Background: an optimization exercise with open tools, aiming at small area. Do not read the settings as production practice.
Only simulation tests tie the RTL to the original design; equivalence was not proved.
No activity file was given, so power comes from the tool's default toggle rates.

[design/flow/constraint.sdc]
create_clock -name core_clock -period 4.0 [get_ports {clk}]
set_input_delay 0.8000 -clock core_clock [delete_from_list [all_inputs] [get_ports {clk}]]
set_output_delay 0.8000 -clock core_clock [all_outputs]
set_load 0.01 [all_outputs]
[design/flow/design.v]
package decode_pkg;
    typedef logic [31:0] word_t;
    typedef logic [4:0]  reg_addr_t;
    typedef enum logic [5:0] {
        OP_SPECIAL = 6'b000000,
        OP_ADDI    = 6'b001000,
        OP_ADDIU   = 6'b001001,
        OP_SLTI    = 6'b001010,
        OP_SLTIU   = 6'b001011,
        OP_ANDI    = 6'b001100,
        OP_ORI     = 6'b001101,
        OP_XORI    = 6'b001110,
        OP_LUI     = 6'b001111
    } opcode_e;
    typedef enum logic [5:0] {
        FUNC_SLL  = 6'b000000,
        FUNC_SRL  = 6'b000010,
        FUNC_SRA  = 6'b000011,
        FUNC_SLLV = 6'b000100,
        FUNC_SRLV = 6'b000110,
        FUNC_SRAV = 6'b000111,
        FUNC_ADD  = 6'b100000,
        FUNC_ADDU = 6'b100001,
        FUNC_SUB  = 6'b100010,
        FUNC_SUBU = 6'b100011,
        FUNC_AND  = 6'b100100,
        FUNC_OR   = 6'b100101,
        FUNC_XOR  = 6'b100110,
        FUNC_NOR  = 6'b100111,
        FUNC_SLT  = 6'b101010,
        FUNC_SLTU = 6'b101011
    } func_e;
    typedef enum logic [7:0] {
        ALU_NOP   = 8'h00,
        ALU_SRL   = 8'h02,
        ALU_SRA   = 8'h03,
        ALU_ADD   = 8'h20,
        ALU_ADDU  = 8'h21,
        ALU_SUB   = 8'h22,
        ALU_SUBU  = 8'h23,
        ALU_AND   = 8'h24,
        ALU_OR    = 8'h25,
        ALU_XOR   = 8'h26,
        ALU_NOR   = 8'h27,
        ALU_SLT   = 8'h2a,
        ALU_SLTU  = 8'h2b,
        ALU_ADDI  = 8'h55,
        ALU_ADDIU = 8'h56,
        ALU_SLTI  = 8'h57,
        ALU_SLTIU = 8'h58,
        ALU_ANDI  = 8'h59,
        ALU_ORI   = 8'h5a,
        ALU_XORI  = 8'h5b,
        ALU_LUI   = 8'h5c,
        ALU_SLL   = 8'h7c   
    } alu_op_e;
    typedef enum logic [2:0] {
        SEL_NOP   = 3'b000,
        SEL_LOGIC = 3'b001,
        SEL_SHIFT = 3'b010,
        SEL_ARITH = 3'b100
    } alu_sel_e;
    typedef struct packed {
        logic      wreg;
        reg_addr_t wd;
        word_t     wdata;
    } reg_write_t;
    typedef struct packed {
        alu_op_e   aluop;
        alu_sel_e  alusel;
        reg_addr_t wd;
        logic      wreg;
        logic      reg1_read;
        logic      reg2_read;
        word_t     imm;
        logic      inst_valid;
    } decode_ctrl_t;
    typedef struct packed {
        alu_op_e   aluop;
        alu_sel_e  alusel;
        reg_addr_t wd;
        logic      wreg;
        logic      inst_valid;
        word_t     reg1;
        word_t     reg2;
    } decode_out_t;
endpackage
`timescale 1ns/1ns
module reg_file (
    input  logic       clk,
    input  logic       rst,
    input  decode_pkg::reg_addr_t  raddr1_i,
    input  decode_pkg::reg_addr_t  raddr2_i,
    output decode_pkg::word_t      rdata1_o,
    output decode_pkg::word_t      rdata2_o,
    input  decode_pkg::reg_write_t wr_i
);
    decode_pkg::word_t regs [1:31];  
    always_ff @(posedge clk) begin
        if (rst) begin
            for (int i = 1; i < 32; i++) begin
                regs[i] <= '0;
            end
        end else if (wr_i.wreg && wr_i.wd != '0) begin
            regs[wr_i.wd] <= wr_i.wdata;
        end
    end
    assign rdata1_o = (raddr1_i == '0) ? '0 : regs[raddr1_i];
    assign rdata2_o = (raddr2_i == '0) ? '0 : regs[raddr2_i];
endmodule
`timescale 1ns/1ns
module inst_decoder (
    input  decode_pkg::word_t        inst_i,
    output decode_pkg::decode_ctrl_t ctrl_o,
    output decode_pkg::reg_addr_t    rs_o,
    output decode_pkg::reg_addr_t    rt_o
);
    logic [5:0]  opcode;
    decode_pkg::reg_addr_t   rs;
    decode_pkg::reg_addr_t   rt;
    decode_pkg::reg_addr_t   rd;
    logic [4:0]  sa;
    logic [5:0]  func;
    logic [15:0] imm16;
    decode_pkg::word_t       imm_zext;
    decode_pkg::word_t       imm_sext;
    assign {opcode, rs, rt, rd, sa, func} = inst_i;
    assign imm16    = inst_i[15:0];
    assign imm_zext = {16'h0000, imm16};
    assign imm_sext = {{16{imm16[15]}}, imm16};
    assign rs_o = rs;
    assign rt_o = rt;
    function automatic decode_pkg::decode_ctrl_t rr_form(decode_pkg::alu_op_e op, decode_pkg::alu_sel_e sel, decode_pkg::reg_addr_t dst);
        decode_pkg::decode_ctrl_t c;
        c            = '0;
        c.aluop      = op;
        c.alusel     = sel;
        c.wd         = dst;
        c.wreg       = 1'b1;
        c.reg1_read  = 1'b1;
        c.reg2_read  = 1'b1;
        c.inst_valid = 1'b1;
        rr_form = c;
    endfunction
    function automatic decode_pkg::decode_ctrl_t sh_form(decode_pkg::alu_op_e op, decode_pkg::reg_addr_t dst, logic [4:0] shamt);
        decode_pkg::decode_ctrl_t c;
        c            = '0;
        c.aluop      = op;
        c.alusel     = decode_pkg::SEL_SHIFT;
        c.wd         = dst;
        c.wreg       = 1'b1;
        c.reg2_read  = 1'b1;
        c.imm        = {27'd0, shamt};  
        c.inst_valid = 1'b1;
        sh_form = c;
    endfunction
    function automatic decode_pkg::decode_ctrl_t ri_form(decode_pkg::alu_op_e op, decode_pkg::alu_sel_e sel, decode_pkg::reg_addr_t dst,
                                             decode_pkg::word_t imm);
        decode_pkg::decode_ctrl_t c;
        c            = '0;
        c.aluop      = op;
        c.alusel     = sel;
        c.wd         = dst;
        c.wreg       = 1'b1;
        c.reg1_read  = 1'b1;
        c.imm        = imm;
        c.inst_valid = 1'b1;
        ri_form = c;
    endfunction
    always_comb begin
        ctrl_o        = '0;  
        ctrl_o.aluop  = decode_pkg::ALU_NOP;
        ctrl_o.alusel = decode_pkg::SEL_NOP;
        ctrl_o.wd     = rd;
        case (opcode)
            decode_pkg::OP_SPECIAL: begin
                case (func)
                    decode_pkg::FUNC_AND:  if (sa == '0) ctrl_o = rr_form(decode_pkg::ALU_AND, decode_pkg::SEL_LOGIC, rd);
                    decode_pkg::FUNC_OR:   if (sa == '0) ctrl_o = rr_form(decode_pkg::ALU_OR,  decode_pkg::SEL_LOGIC, rd);
                    decode_pkg::FUNC_XOR:  if (sa == '0) ctrl_o = rr_form(decode_pkg::ALU_XOR, decode_pkg::SEL_LOGIC, rd);
                    decode_pkg::FUNC_NOR:  if (sa == '0) ctrl_o = rr_form(decode_pkg::ALU_NOR, decode_pkg::SEL_LOGIC, rd);
                    decode_pkg::FUNC_SLLV: if (sa == '0) ctrl_o = rr_form(decode_pkg::ALU_SLL, decode_pkg::SEL_SHIFT, rd);
                    decode_pkg::FUNC_SRLV: if (sa == '0) ctrl_o = rr_form(decode_pkg::ALU_SRL, decode_pkg::SEL_SHIFT, rd);
                    decode_pkg::FUNC_SRAV: if (sa == '0) ctrl_o = rr_form(decode_pkg::ALU_SRA, decode_pkg::SEL_SHIFT, rd);
                    decode_pkg::FUNC_SLL:  if (rs == '0) ctrl_o = sh_form(decode_pkg::ALU_SLL, rd, sa);
                    decode_pkg::FUNC_SRL:  if (rs == '0) ctrl_o = sh_form(decode_pkg::ALU_SRL, rd, sa);
                    decode_pkg::FUNC_SRA:  if (rs == '0) ctrl_o = sh_form(decode_pkg::ALU_SRA, rd, sa);
                    decode_pkg::FUNC_ADD:  ctrl_o = rr_form(decode_pkg::ALU_ADD,  decode_pkg::SEL_ARITH, rd);
                    decode_pkg::FUNC_ADDU: ctrl_o = rr_form(decode_pkg::ALU_ADDU, decode_pkg::SEL_ARITH, rd);
                    decode_pkg::FUNC_SUB:  ctrl_o = rr_form(decode_pkg::ALU_SUB,  decode_pkg::SEL_ARITH, rd);
                    decode_pkg::FUNC_SUBU: ctrl_o = rr_form(decode_pkg::ALU_SUBU, decode_pkg::SEL_ARITH, rd);
                    decode_pkg::FUNC_SLT:  ctrl_o = rr_form(decode_pkg::ALU_SLT,  decode_pkg::SEL_ARITH, rd);
                    decode_pkg::FUNC_SLTU: ctrl_o = rr_form(decode_pkg::ALU_SLTU, decode_pkg::SEL_ARITH, rd);
                    default: ;
                endcase
            end
            decode_pkg::OP_ANDI:  ctrl_o = ri_form(decode_pkg::ALU_ANDI,  decode_pkg::SEL_LOGIC, rt, imm_zext);
            decode_pkg::OP_ORI:   ctrl_o = ri_form(decode_pkg::ALU_ORI,   decode_pkg::SEL_LOGIC, rt, imm_zext);
            decode_pkg::OP_XORI:  ctrl_o = ri_form(decode_pkg::ALU_XORI,  decode_pkg::SEL_LOGIC, rt, imm_zext);
            decode_pkg::OP_LUI:   ctrl_o = ri_form(decode_pkg::ALU_LUI,   decode_pkg::SEL_LOGIC, rt, {imm16, 16'h0000});  
            decode_pkg::OP_ADDI:  ctrl_o = ri_form(decode_pkg::ALU_ADDI,  decode_pkg::SEL_ARITH, rt, imm_sext);
            decode_pkg::OP_ADDIU: ctrl_o = ri_form(decode_pkg::ALU_ADDIU, decode_pkg::SEL_ARITH, rt, imm_sext);
            decode_pkg::OP_SLTI:  ctrl_o = ri_form(decode_pkg::ALU_SLTI,  decode_pkg::SEL_ARITH, rt, imm_sext);
            decode_pkg::OP_SLTIU: ctrl_o = ri_form(decode_pkg::ALU_SLTIU, decode_pkg::SEL_ARITH, rt, imm_sext);
            default: ;
        endcase
    end
endmodule
`timescale 1ns/1ns
module operand_select (
    input  logic       read_en_i,
    input  decode_pkg::reg_addr_t  addr_i,
    input  decode_pkg::word_t      reg_data_i,
    input  decode_pkg::word_t      imm_i,
    input  decode_pkg::reg_write_t ex_fwd_i,
    input  decode_pkg::reg_write_t mem_fwd_i,
    output decode_pkg::word_t      operand_o
);
    logic ex_hit;
    logic mem_hit;
    assign ex_hit  = ex_fwd_i.wreg  && ex_fwd_i.wd  == addr_i && ex_fwd_i.wd  != '0;
    assign mem_hit = mem_fwd_i.wreg && mem_fwd_i.wd == addr_i && mem_fwd_i.wd != '0;
    always_comb begin
        if (!read_en_i) operand_o = imm_i;
        else if (ex_hit) operand_o = ex_fwd_i.wdata;  
        else if (mem_hit) operand_o = mem_fwd_i.wdata;
        else operand_o = reg_data_i;
    end
endmodule
`timescale 1ns/1ns
module decode_handshake (
    input  logic         clk,
    input  logic         rst,
    input  logic         req_i,
    output logic         ack_o,
    input  decode_pkg::decode_ctrl_t ctrl_i,
    input  decode_pkg::word_t        reg1_i,
    input  decode_pkg::word_t        reg2_i,
    output decode_pkg::decode_out_t  result_o
);
    logic        ack_q;
    decode_pkg::decode_out_t result_q;
    decode_pkg::decode_out_t result_d;
    always_comb begin
        result_d.aluop      = ctrl_i.aluop;
        result_d.alusel     = ctrl_i.alusel;
        result_d.wd         = ctrl_i.wd;
        result_d.wreg       = ctrl_i.wreg;
        result_d.inst_valid = ctrl_i.inst_valid;
        result_d.reg1       = reg1_i;
        result_d.reg2       = reg2_i;
    end
    always_ff @(posedge clk) begin
        if (rst) begin
            ack_q    <= 1'b0;
            result_q <= '0;
        end else if (req_i && !ack_q) begin
            ack_q    <= 1'b1;  
            result_q <= result_d;
        end else if (!req_i && ack_q) begin
            ack_q <= 1'b0;  
        end
    end
    assign ack_o    = ack_q;
    assign result_o = result_q;
endmodule
`timescale 1ns/1ns
module decode_stage (
    input  logic        clk,
    input  logic        rst,
    input  logic        req_i,
    input  decode_pkg::word_t       inst_i,
    input  decode_pkg::reg_write_t  ex_fwd_i,
    input  decode_pkg::reg_write_t  mem_fwd_i,
    input  decode_pkg::reg_write_t  wb_i,
    output logic        ack_o,
    output decode_pkg::decode_out_t result_o
);
    decode_pkg::decode_ctrl_t ctrl;
    decode_pkg::reg_addr_t    rs;
    decode_pkg::reg_addr_t    rt;
    decode_pkg::word_t        rdata1;
    decode_pkg::word_t        rdata2;
    decode_pkg::word_t        reg1;
    decode_pkg::word_t        reg2;
    inst_decoder u_dec (
        .inst_i (inst_i),
        .ctrl_o (ctrl),
        .rs_o   (rs),
        .rt_o   (rt)
    );
    reg_file u_rf (
        .clk      (clk),
        .rst      (rst),
        .raddr1_i (rs),
        .raddr2_i (rt),
        .rdata1_o (rdata1),
        .rdata2_o (rdata2),
        .wr_i     (wb_i)
    );
    operand_select u_op1 (
        .read_en_i  (ctrl.reg1_read),
        .addr_i     (rs),
        .reg_data_i (rdata1),
        .imm_i      (ctrl.imm),
        .ex_fwd_i   (ex_fwd_i),
        .mem_fwd_i  (mem_fwd_i),
        .operand_o  (reg1)
    );
    operand_select u_op2 (
        .read_en_i  (ctrl.reg2_read),
        .addr_i     (rt),
        .reg_data_i (rdata2),
        .imm_i      (ctrl.imm),
        .ex_fwd_i   (ex_fwd_i),
        .mem_fwd_i  (mem_fwd_i),
        .operand_o  (reg2)
    );
    decode_handshake u_hs (
        .clk      (clk),
        .rst      (rst),
        .req_i    (req_i),
        .ack_o    (ack_o),
        .ctrl_i   (ctrl),
        .reg1_i   (reg1),
        .reg2_i   (reg2),
        .result_o (result_o)
    );
endmodule
`timescale 1ns/1ns
module decode_unit (
    input  logic        clk,
    input  logic        rst,
    input  logic        req_i,
    input  logic [31:0] inst_i,
    input  logic        ex_wreg_i,
    input  logic [4:0]  ex_wd_i,
    input  logic [31:0] ex_wdata_i,
    input  logic        mem_wreg_i,
    input  logic [4:0]  mem_wd_i,
    input  logic [31:0] mem_wdata_i,
    input  logic        wb_wreg_i,
    input  logic [4:0]  wb_wd_i,
    input  logic [31:0] wb_wdata_i,
    output logic        ack_o,
    output logic [7:0]  aluop_o,
    output logic [2:0]  alusel_o,
    output logic [4:0]  wd_o,
    output logic        wreg_o,
    output logic        inst_valid_o,
    output logic [31:0] reg1_o,
    output logic [31:0] reg2_o
);
    decode_pkg::reg_write_t  ex_fwd;
    decode_pkg::reg_write_t  mem_fwd;
    decode_pkg::reg_write_t  wb;
    decode_pkg::decode_out_t result;
    assign ex_fwd = {ex_wreg_i, ex_wd_i, ex_wdata_i};
    assign mem_fwd = {mem_wreg_i, mem_wd_i, mem_wdata_i};
    assign wb = {wb_wreg_i, wb_wd_i, wb_wdata_i};
    decode_stage u_stage (
        .clk       (clk),
        .rst       (rst),
        .req_i     (req_i),
        .inst_i    (inst_i),
        .ex_fwd_i  (ex_fwd),
        .mem_fwd_i (mem_fwd),
        .wb_i      (wb),
        .ack_o     (ack_o),
        .result_o  (result)
    );
    assign aluop_o      = result.aluop;
    assign alusel_o     = result.alusel;
    assign wd_o         = result.wd;
    assign wreg_o       = result.wreg;
    assign inst_valid_o = result.inst_valid;
    assign reg1_o       = result.reg1;
    assign reg2_o       = result.reg2;
endmodule
[design/flow/run.sh]
#!/bin/bash
# synth_recipe.tcl (not shown) runs the flow's synth.tcl, then flattens the netlist and writes it again
# the make line also repeats each setting of config.mk as NAME=value (left out here)
make -C /OpenROAD-flow-scripts/flow DESIGN_CONFIG=/design/flow/config.mk WORK_HOME=/design/flow/orfs CLKGATE_MAP_FILE= SYNTH_SCRIPT=/design/flow/synth_recipe.tcl finish
[design/flow/config.mk]
export PLATFORM = sky130hd
export DESIGN_NAME = decode_unit
export DESIGN_NICKNAME = decode_unit
export VERILOG_FILES = /design/flow/design.v
export SDC_FILE = /design/flow/constraint.sdc
export NUM_CORES = 4
export LEC_CHECK = 0
export CAP_MARGIN = 20
export CORE_MARGIN = 2
export CORE_UTILIZATION = 40
export SLEW_MARGIN = 20
==> results.yml <==
floorplanning:
  io_pins: 232
  fp.dieW_um: 389
  die-area_sq_mm: 0.151
  rows: 141
  initial_core_util_pct: 40.2
  core_sq_mm: 0.147
  die_h_um: 389
layout:
  area_delta_synth_final_pct: 15.6
  n_fill_cell: 12700
  drive_above_1_share_pct: 23.2
  nets: 4548
  post-route-util_pct: 46.4
clock_tree:
  clockRootBuffer: "clkbuf_16"
  clock_path_buffers: 3
  cts_tree: "yes"
  cts_resized: 0
  postCtsSetupBuffers: 0
  clk_pin_slew_ns: 0.06
  insertion_delay_ns: 0.76
  htreeDepth: 3
  clock_sinks: 1104
  cts_hold_buf: 0
  numCtsBuffers: 114
detailed_routing:
  wl_per_cell_um: 31.3
  viasPerCell: 6.13
  routed_wirelength_mm: 201
  firstDrtPassIters: 6
  route.detailed.drc: 0
  drt_iter0_drc: 5167
  num_vias: 39400
  ant_nets: 0
worst_setup_path:
  r2r-start: "u_stage.u_rf.regs[12][29]"
  arrival_ns: 4.15
  critPathCaptureType: "flop"
  cp_num_buf_inv: 2
  reg2reg_to: "u_stage.u_hs.result_q[61]"
  reg2regPathDepth: 7
  cp_slowest_cell: "nor4b_1"
  r2r_slack_ns: 1.53
  crit_chain: "clkdlybuf4s50_1 -> or4_1 -> o2111ai_1 -> nor2_2 -> nor3_4 -> buf_12 -> nor4b_1 -> o21a_1"
  critPathRequiredTime_ns: 4.69
  crit_path_max_fanout: 19
  startpoint_type: "input pin"
  path_delay_family: "simple AND/OR/NAND/NOR gates"
  path_class: "in2reg"
  critPathMaxStageDelay_ns: 0.63
synth:
  syn_area_per_cell_sq_um: 14.1
  ys.flop_type: "edfxtp_1"
  synth_cells: 4194
  yosysMostFrequentCell: "edfxtp_1"
  ys_warn_count: 4
  syn-cell-area_sq_mm: 0.0592
  synth_top_area_share_pct: 52.0
  ys_types: 73
  synth.top_cells.by_count: "edfxtp_1 (1,024), and2_1 (997), mux4_2 (460)"
  synth-edff-count: 1024
  async_reset_ff_share_pct: 0
  synth-seq-cells: 1104
  ys_seq_area_share_pct: 54.7
  synth_area_leaders: "edfxtp_1 (52%), mux4_2 (18%), and2_1 (11%)"
  synth_top_area_cell: "edfxtp_1"
power_and_ir_drop:
  p_per_area_mw_per_mm2: 411
  fin_total_pwr_w: 0.0281
  p_leak_nw: 23.6
  max-vdd-ir-drop_uv: 363
grt:
  antenna_found_initial: 12
  overflow: 0
  grt_pass1_wl_mm: 287
  grtUsageTotal_pct: 26.3
  grt_max_degree: 66
  grt_pass1_vias: 38000
sta:
  slew_headroom_pct: 22.8
  worst_slew_pin_slew_ns: 1.15
  grt_setup_unrepaired: "no"
  report.final.hold_viol_count: 0
  fin_crit_sh_pct: 86.7
  setup_violations: 0
  drv_slew: 0
  fin_setup_tns_ns: 0
  period_minus_slack_ns: 3.47
  max_freq_mhz: 288
  fin_skew_ns: 0.0324
run:
  max_cap_violations: 0
place:
  io_buffers: 230
  hpwl_mm: 137
  place.gp.congestion: 0.938
min_path:
  hold_path_startpoint: "u_stage.u_hs.result_q[79]"
  hold_end: "u_stage.u_hs.result_q[79]"
  hold_class: "reg2reg"
  hold_path_depth: 2
run_status:
  status: "finished clean"
[cells in the final DEF, fill, tap and decap left out, drive strengths merged, types with 46 or more instances in the layout]
| cell type | Yosys | routed |
|---|---|---|
| a22oi | 90 | 90 |
| clkdlybuf4s50 | 0 | 205 |
| dfxtp | 80 | 80 |
| o21ai | 49 | 49 |
| nor2 | 127 | 127 |
| mux2i | 190 | 190 |
| and2 | 997 | 997 |
| o22ai | 68 | 68 |
| nand2 | 173 | 173 |
| nand3 | 53 | 53 |
| clkinv | 1 | 46 |
| clkbuf | 302 | 140 |
| edfxtp | 1024 | 1024 |
| mux4 | 460 | 460 |
| a221oi | 48 | 48 |
| buf | 130 | 283 |
[routing by layer]
metal | wire length [um] | GRT usage (%) | up-vias | share of wire, %
met4 | 4500 | 7.14 | 6 | 2.2
met3 | 19900 | 4.39 | 254 | 9.9
met1 | 83000 | 37.7 | 20400 | 41
li1 | - | - | 16500 | -
met2 | 94000 | 41.5 | 2205 | 47
met5 | 53 | 0 | - | 0.026
[per-stage QoR]
| step | area, sq um | setup slack (ns) | std cells | hold WS [ns] |
|---|---|---|---|---|
| final | 68400 | 0.533 | 6426 | 0.452 |
| after global routing | 68400 | 0.464 | 6424 | 0.482 |
| after CTS | 68500 | 0.592 | 6420 | 0.447 |
| after detailed placement | 64700 | -0.168 | 6212 | 0.439 |
| after global placement | 64800 | -0.0606 | 6212 | 0.433 |
| after floorplan | 59300 | 1.13 | 4226 | 0.463 |
[cells by family after synthesis]
| family | share of synthesized area [%] |
|---|---|
| AND/OR/NAND/NOR | 14.4 |
| multiplexers | 21.3 |
| flip-flops | 54.7 |
| XOR/XNOR | 0.311 |
| buffers and inverters | 3.35 |
| other | 0.00634 |
| AO/OA/AOI/OAI | 5.88 |
| adder cells (fa/ha/maj) | 0.0211 |
[state kept, by name, indices dropped and copies added, names as in the netlist]
| register | flops |
|---|---|
| u_stage.u_rf.regs | 1024 |
| u_stage.u_hs.result_q | 79 |
| u_stage.u_hs.ack_q | 1 |
[how the worst max path moves through the flow]
| stage | cells after the start | endpoint | from |
|---|---|---|---|
| after floorplan | 9 | u_stage.u_hs.result_q[60] | inst_i[21] |
| after global placement | 8 | u_stage.u_hs.result_q[2] | ex_wd_i[1] |
| after detailed placement | 8 | u_stage.u_hs.result_q[2] | ex_wd_i[1] |
| after CTS | 8 | u_stage.u_hs.result_q[2] | ex_wd_i[1] |
| after global routing | 8 | u_stage.u_hs.result_q[2] | ex_wd_i[1] |
| final | 8 | u_stage.u_hs.result_q[2] | ex_wd_i[1] |
[worst register-to-register path: cells and delay by family (launching register included)]
family / cells / cell delay [ns]
AO/OA/AOI/OAI: 4 / 0.98
flip-flops: 1 / 0.40
buffers and inverters: 1 / 0.19
multiplexers: 2 / 0.77
[final cells by class]
cell class,count,area (sq um),share of cell area [%]
Antenna cell,6,15.0,0.0220
Multi-Input combinational cell,2681,25100,36.7
Clock inverter,68,691,1.01
Inverter,9,33.8,0.0494
Sequential cell,1104,32400,47.3
Tap cell,1930,2410,3.53
Clock buffer,140,3020,4.42
Timing Repair Buffer,488,4740,6.93
[where the power goes]
group          leakage, nW  switching, W  total [W]  internal [W]
combinational         11.4       0.00214    0.00374       0.00160
clock                 1.81       0.00468     0.0109       0.00618
sequential            10.4      0.000320     0.0135        0.0132

==> afterwards: timing with drivers on the ports <==
The results above use ideal ports. As a check the final layout listed here was re-extracted and re-timed, cells and wires unchanged.
Step 1 assumes that a clkbuf_16 drives the clock port and a buf_2 every other input.
Step 2 also shifts input and output timing later by t, the mid clock arrival at the registers, as if the neighbouring blocks saw the same clock.
Slacks: no drivers / after step 1 / after step 2; pairs: no drivers / after step 1.
shift t [ns]: 0.822
setup WS [ns]: 0.533 / 0.581 / -0.241
clock arrival spread, ns: 0.034 / 0.034
With both steps, setup timing fails in this run, where it was met with ideal ports. The setup slack of this run moves by +0.048 ns with the drivers and by -0.774 ns with both steps.
